What follows belongs to an exercise in optimizing a design on an open flow for small area; a production flow would make more cautious choices.
Only simulation tests tie the RTL to the original design; equivalence was not proved.
Power and IR drop assume default switching activity.

==> config.mk <==
export PLATFORM = sky130hd
export DESIGN_NAME = risc_regfile_dump
export DESIGN_NICKNAME = risc_regfile_dump
export VERILOG_FILES = /design/flow/design.v
export SDC_FILE = /design/flow/constraint.sdc
export NUM_CORES = 8
export LEC_CHECK = 0
export CAP_MARGIN = 20
export CORE_MARGIN = 2
export CORE_UTILIZATION = 40
export SLEW_MARGIN = 20
==> constraint.sdc <==
create_clock -name core_clock -period 7.0 [get_ports {clk}]
set_input_delay 1.4000 -clock core_clock [delete_from_list [all_inputs] [get_ports {clk}]]
set_output_delay 1.4000 -clock core_clock [all_outputs]
set_load 0.01 [all_outputs]
==> design.v <==
package risc_pkg;
    localparam int DEF_DATA_W   = 32;
    localparam int DEF_NUM_REGS = 32;
    typedef enum logic [1:0] {
        DUMP_IDLE   = 2'd0,
        DUMP_STREAM = 2'd1,
        DUMP_DONE   = 2'd2
    } dump_state_t;
endpackage
module risc_regfile_rdport #(
    parameter int DATA_W   = 32,
    parameter int NUM_REGS = 32,
    parameter int ZERO_R0  = 1,
    parameter int ADDR_W   = 5
) (
    input  logic [NUM_REGS-1:0][DATA_W-1:0] regs,
    input  logic              we,
    input  logic [ADDR_W-1:0] waddr,
    input  logic [DATA_W-1:0] wdata,
    input  logic [ADDR_W-1:0] raddr,
    output logic [DATA_W-1:0] rdata
);
    localparam logic [ADDR_W:0] NREGS = (ADDR_W+1)'(NUM_REGS);
    logic rd_ok;
    logic wr_hit;
    assign rd_ok  = ({1'b0, raddr} < NREGS) && !((ZERO_R0 != 0) && (raddr == '0));
    assign wr_hit = we && (waddr == raddr);
    always_comb begin
        rdata = '0;
        if (rd_ok) begin
            rdata = wr_hit ? wdata : regs[raddr];
        end
    end
endmodule
module risc_regfile_dump
#(
    parameter int   DATA_W   = risc_pkg::DEF_DATA_W,
    parameter int   NUM_REGS = risc_pkg::DEF_NUM_REGS,
    parameter int   NUM_RD   = 2,
    parameter int   ZERO_R0  = 1,
    localparam int  ADDR_W   = $clog2(NUM_REGS)
) (
    input  logic                     clk,
    input  logic                     reset,
    input  logic                     we,
    input  logic [ADDR_W-1:0]        waddr,
    input  logic [DATA_W-1:0]        wdata,
    input  logic [NUM_RD*ADDR_W-1:0] raddr,
    output logic [NUM_RD*DATA_W-1:0] rdata,
    input  logic                     dump_start,
    output logic                     dump_busy,
    output logic                     dump_valid,
    input  logic                     dump_ready,
    output logic [ADDR_W-1:0]        dump_addr,
    output logic [DATA_W-1:0]        dump_data,
    output logic                     dump_done
);
    localparam logic [ADDR_W:0]   NREGS    = (ADDR_W+1)'(NUM_REGS);
    localparam logic [ADDR_W-1:0] LAST_IDX = ADDR_W'(NUM_REGS - 1);
    logic [NUM_REGS-1:0][DATA_W-1:0] regs;
    logic              wr_ok;
    risc_pkg::dump_state_t state;
    logic [ADDR_W-1:0] cap_addr;
    logic [DATA_W-1:0] cap_data;
    assign wr_ok = we && ({1'b0, waddr} < NREGS) && !((ZERO_R0 != 0) && (waddr == '0));
    always_ff @(posedge clk or negedge reset) begin
        if (!reset) begin
            for (int i = 0; i < NUM_REGS; i++) begin
                regs[i] <= '0;
            end
        end else if (wr_ok) begin
            regs[waddr] <= wdata;
        end
    end
    for (genvar k = 0; k < NUM_RD; k++) begin : g_rd
        risc_regfile_rdport #(
            .DATA_W  (DATA_W),
            .NUM_REGS(NUM_REGS),
            .ZERO_R0 (ZERO_R0),
            .ADDR_W  (ADDR_W)
        ) u_rd (
            .regs (regs),
            .we   (we),
            .waddr(waddr),
            .wdata(wdata),
            .raddr(raddr[k*ADDR_W +: ADDR_W]),
            .rdata(rdata[k*DATA_W +: DATA_W])
        );
    end
    assign cap_addr = (state == risc_pkg::DUMP_STREAM) ? dump_addr + 1'b1 : '0;
    risc_regfile_rdport #(
        .DATA_W  (DATA_W),
        .NUM_REGS(NUM_REGS),
        .ZERO_R0 (ZERO_R0),
        .ADDR_W  (ADDR_W)
    ) u_cap (
        .regs (regs),
        .we   (we),
        .waddr(waddr),
        .wdata(wdata),
        .raddr(cap_addr),
        .rdata(cap_data)
    );
    always_ff @(posedge clk or negedge reset) begin
        if (!reset) begin
            state      <= risc_pkg::DUMP_IDLE;
            dump_busy  <= 1'b0;
            dump_valid <= 1'b0;
            dump_done  <= 1'b0;
            dump_addr  <= '0;
            dump_data  <= '0;
        end else begin
            case (state)
                risc_pkg::DUMP_IDLE: begin
                    if (dump_start) begin
                        state      <= risc_pkg::DUMP_STREAM;
                        dump_busy  <= 1'b1;
                        dump_valid <= 1'b1;
                        dump_addr  <= '0;
                        dump_data  <= cap_data;
                    end
                end
                risc_pkg::DUMP_STREAM: begin
                    if (dump_ready) begin
                        if (dump_addr == LAST_IDX) begin
                            state      <= risc_pkg::DUMP_DONE;
                            dump_valid <= 1'b0;
                            dump_done  <= 1'b1;
                        end else begin
                            dump_addr <= dump_addr + 1'b1;
                            dump_data <= cap_data;
                        end
                    end
                end
                risc_pkg::DUMP_DONE: begin
                    state     <= risc_pkg::DUMP_IDLE;
                    dump_busy <= 1'b0;
                    dump_done <= 1'b0;
                    dump_addr <= '0;
                end
                default: begin
                    state      <= risc_pkg::DUMP_IDLE;
                    dump_busy  <= 1'b0;
                    dump_valid <= 1'b0;
                    dump_done  <= 1'b0;
                end
            endcase
        end
    end
endmodule
==> run.sh <==
#!/bin/bash
# synth_recipe.tcl (not shown) runs the flow's synth.tcl, then flattens the netlist and writes it again
# the make line also repeats each setting of config.mk as NAME=value (left out here)
make -C /OpenROAD-flow-scripts/flow DESIGN_CONFIG=/design/flow/config.mk WORK_HOME=/design/flow/orfs CLKGATE_MAP_FILE= SYNTH_SCRIPT=/design/flow/synth_recipe.tcl finish
==> summary.txt <==
- By area the synthesized netlist is led by dfrtp_1 39%, mux4_2 21%, mux2_2 15%.
- The detail route stage leaves a number of antenna-violating nets equal to 0.
- The category of the worst setup path launch point is a primary input.
- The power density over the cells is between 400 and 500 nW/um2.
- For this design the static power due to leakage is 31.7 nW.
- The clock reaches the later pin of the worst-skew pair after between 0.7 and 0.8 ns.
- After technology mapping, the gate count stands at 5111.
- In this run, placement finished with an instance count of 7075.
- The number of cells on the worst hold path is 0.
- The number of nets in the synthesized netlist is about 5200.
- Sequential elements use 39.3% of the synthesized area.
- The number of buffers created by CTS is about 120.
- The kind of end point of the critical path is an output pin.
- The data required time of the critical path is 5.60 ns.
- Together, buffers and inverters on the worst path number 4.
- The maximum ir drop on the vdd rail is 431 uV.
- The kind of critical path is primary input to output pin.
- Hold repair after CTS inserted 0 buffers.
- The setup-violating endpoint count in the final report is 0.
- The number of warnings issued by yosys is 2.
- At the placement stage, the worst setup path has a slack of 0.627 ns.
- The fraction of registers with async set or reset after synthesis is 100%.
- For the pin with the worst max-slew slack, the measured transition is 1.24 ns.
- Timing would allow up to about 160 MHz.
- The ratio of final minimum period to clock period is ~92%.
- The clock tree from TritonCTS is yes.
- Post-CTS timing repair inserted 0 buffers for setup.
- The routed length per instance is 36.2 um.
- In this design, the stage delay of the slowest critical-path cell is around 0.74 ns.
- In this run the cell area of the synthesized design comes to just under 70000 um2.
- The synthesized design contains 0 enable-type register cells.
- The clock-pin slew on the worst setup and hold paths is 0.06 ns.
- Final hold analysis gives a worst-case slack of 0.417 ns.
- The critical path arrival is 5.04 ns.
- The worst hold path belongs to the class register to register.
- The finished layout cell area is about 76000 um2.
- The average cell area after synthesis is around 13 um2.
- The detailed-route wire length is approximately 260000 um.
- The count of pins on the block boundary is 156.
- The full die area is 173000 um2.
- In the routed layout, each cell is associated on average with a via count of 6.89.
- No sink is reached through more buffers than the 3 on the longest clock path.
- The number of cells on the worst reg-to-reg path is 11.
- The via count of the first global-routing pass is 50148.
- The final count of hold timing violations is 0.
- The flow ran to the end and the layout has no timing, DRC or antenna violations.
- The number of antenna violations at the first check in global routing is 7.
- The routed via count is 50287.
- For this run, the detailed router's first-pass iteration total came to 5.
- The accumulated negative setup slack is 0 ns.
- For this run, the total global-route usage over all layers was measured as ~30%.
- Setup repair after global routing left no endpoint under its margin.
- The width of the chip is 416 um.
- The cell chosen for the clock root is clkbuf_16.
- The count of clock tree sinks is 1066.
- In this run the tool buffered the top-level ports with between 150 and 200 buffer cells.
- The non-filler instance count after layout is 7299.
- The top cell type by area accounts for 39.3% of the synthesized area.
- The maximum level of the CTS H-tree is 3.
- The final worst clock skew is approximately 0.033 ns.
- In the final layout, the share of cells above drive strength 1 is between 40% and 50%.
- The routability congestion estimate is 0.871.
- Traced cell by cell, the critical path runs through clkdlybuf4s50_1 -> buf_4 -> xor2_1 -> nor4_1 -> nand3_4 -> buf_4 -> a211oi_1 -> clkdlybuf4s50_1.
- The worst-case headroom to the max-slew limit is 17.6%.
- Summed over all nets, the half-perimeter wirelength after detailed placement is about 150000 um.
- Synthesis inferred around 1100 register bits.
- The die is approximately 420 um tall.
- The area of the core is approximately 170000 um2.
- Row generation in the floorplan step produced about 150 rows.
- The final layout contains roughly 5000 nets.
- Entering global routing, the biggest net connects 156 pins.
- The placed instances occupy a cell area of 71700 um2.
- Global routing finished with a remaining overflow of 0.
- From synthesis to final layout, the design area changed by 11.6%.
- The cell taking the most area after synthesis is dfrtp_1.
- The final routed DRC violation total is 0.
- The post-cts sizing count is 0.
- Among cell families on the critical path, the largest total delay comes from buffers and inverters.
- The total of max-cap violations is 0.
- In the synthesized netlist the dominant register cell turns out to be dfrtp_1.
- The worst path meets setup with 0.562 ns of slack.
- The highest-delay cell along the critical path is a211oi_1.
- The detailed router's first-iteration violation count is 6225.
- Along the worst path, the maximum fanout reaches 32.
- The initial utilization of the core area, before any placement, comes to 40.2%.
- The number of max-slew violations in the final report came to 0.
- Subtracting the final worst setup slack from the clock period gives 6.44 ns.
- The number of gates on the worst path with buffers counted is 8.
- The first global-routing pass estimated 380000 um of wire.
- The count of cell types in the netlist is 85.
## routing by layer
layer	share of wire (%)	track usage, %
met3	10	6.71
met1	37	39.2
met2	45	45.8
met4	7.4	19.4
met5	0.016	0
## worst reg2reg max path: cells and delay by family (launching register included)
| family | cells | cell delay, ns |
|---|---|---|
| AND/OR/NAND/NOR | 5 | 2.04 |
| buffers and inverters | 1 | 0.52 |
| flip-flops | 1 | 0.96 |
| AO/OA/AOI/OAI | 3 | 0.78 |
| adder cells (fa/ha/maj) | 2 | 0.81 |
## path summary, 6_finish.rpt
path                       slack, ns                startpoint                   endpoint
max in group asynchronous       4.79                     reset      regs[113]$_DFFE_PN0P_
max reg2reg                     1.80  dump_addr[0]$_DFFE_PN0P_  dump_data[24]$_DFFE_PN0P_
min                             0.42      regs[11]$_DFFE_PN0P_       regs[11]$_DFFE_PN0P_
min reg2reg                     0.42      regs[11]$_DFFE_PN0P_       regs[11]$_DFFE_PN0P_
min in group asynchronous       0.69                     reset      regs[293]$_DFFE_PN0P_
max                             0.56                  waddr[0]                  rdata[31]
## placed cells by master (no fill, tap or decap), drive strengths merged, types with 53 or more instances in the layout
| master | count |
|---|---|
| clkbuf | 167 |
| nor2b | 53 |
| nand3 | 63 |
| nand2 | 250 |
| mux2i | 223 |
| nor2 | 167 |
| a21oi | 162 |
| dfrtp | 1066 |
| clkdlybuf4s50 | 135 |
| o21ai | 108 |
| buf | 224 |
| mux4 | 648 |
| a211oi | 142 |
| mux2 | 1044 |
## state kept, by name, indices dropped and copies added, names as in the netlist
register,count
dump_done,1
dump_busy,1
regs,1024
dump_valid,1
dump_addr,5
dump_data,32
state,2
## cells in the mapped netlist, types with 8 or more instances
cell type	n
a2111oi_0	20
a211oi_1	142
a21oi_1	161
a221oi_1	30
a22oi_1	32
a2bb2oi_1	25
a311oi_1	15
a31oi_1	19
a32oi_1	18
and2_1	30
and3_1	17
buf_1	24
buf_12	13
buf_2	220
buf_4	33
buf_6	16
clkbuf_1	307
dfrtp_1	1066
inv_1	8
mux2_1	24
mux2_2	899
mux2_4	121
mux2i_1	223
mux4_2	648
nand2_1	250
nand2b_1	18
nand3_1	63
nand3b_1	23
nor2_1	155
nor2b_1	53
nor3_1	44
nor4_1	12
o211ai_1	41
o21ai_0	101
o221ai_1	24
o22ai_1	46
o311ai_0	11
o31ai_1	12
or3_1	10
xor2_1	10
## final cells by class
| class | instances | area (um2) |
|---|---|---|
| inverter | 9 | 38.8 |
| clock inverter | 52 | 711 |
| clock buffer | 167 | 3460 |
| timing repair buffer | 359 | 3610 |
| multi-input combinational | 3423 | 38500 |
| tap | 2218 | 2780 |
| sequential | 1066 | 26700 |
| antenna | 5 | 12.5 |
| fill | 14976 | 93300 |
## cells by family (layout without fill, tap and decap cells)
logic type / Yosys count / after routing / synth area share, %
AOI/OAI and AO/OA: 763 / 763 / 7.73
xor gates and xnor gates: 17 / 17 / 0.230
adders and majority gates: 4 / 4 / 0.0737
buffers and inverters: 622 / 587 / 4.51
DFF: 1066 / 1066 / 39.3
muxes: 1915 / 1915 / 42.8
other: 0 / 5 / 0
and+or+nand+nor: 724 / 724 / 5.41
## where the power goes
| part | switching, mW | internal [mW] |
|---|---|---|
| Sequential | 1.69 | 7.69 |
| Clock | 2.81 | 3.99 |
| Combinational | 8.51 | 6.26 |
## through the flow
| step | total power [mW] | utilization (%) |
|---|---|---|
| 3_3_place_gp | 23.6 | 42.4 |
| 6_report | 30.9 | 44.8 |
| 4_1_cts | 30.6 | 44.8 |
| 2_1_floorplan | 18.1 | - |
| 5_1_grt | 32.0 | 44.8 |
| 3_5_place_dp | 23.8 | 42.4 |

separate check: timing with driven ports:
How much do the figures lean on ideal ports? The routed layout below was timed once more, with nothing changed but the port constraints. Step 1 (the two cells are an assumption about what drives the block):
set clk [get_ports {clk}]
set_driving_cell -lib_cell sky130_fd_sc_hd__clkbuf_16 $clk
set_driving_cell -lib_cell sky130_fd_sc_hd__buf_2 [delete_from_list [all_inputs] $clk]
Step 2 also shifts input and output timing later by t, the mid clock arrival at the registers, as if the neighbouring blocks saw the same clock. Slacks: ideal ports / drivers / drivers and shift; pairs: ideal ports / drivers.
shift t [ns]: 0.837
setup slack, ns: 0.562 / 0.350 / 0.350
latest minus earliest clock arrival (ns): 0.036 / 0.035
cell pins on the clock port's net: 1
After both steps this run still meets setup and hold. The setup slack of this run moves by -0.212 ns with the drivers and by -0.212 ns with both steps.
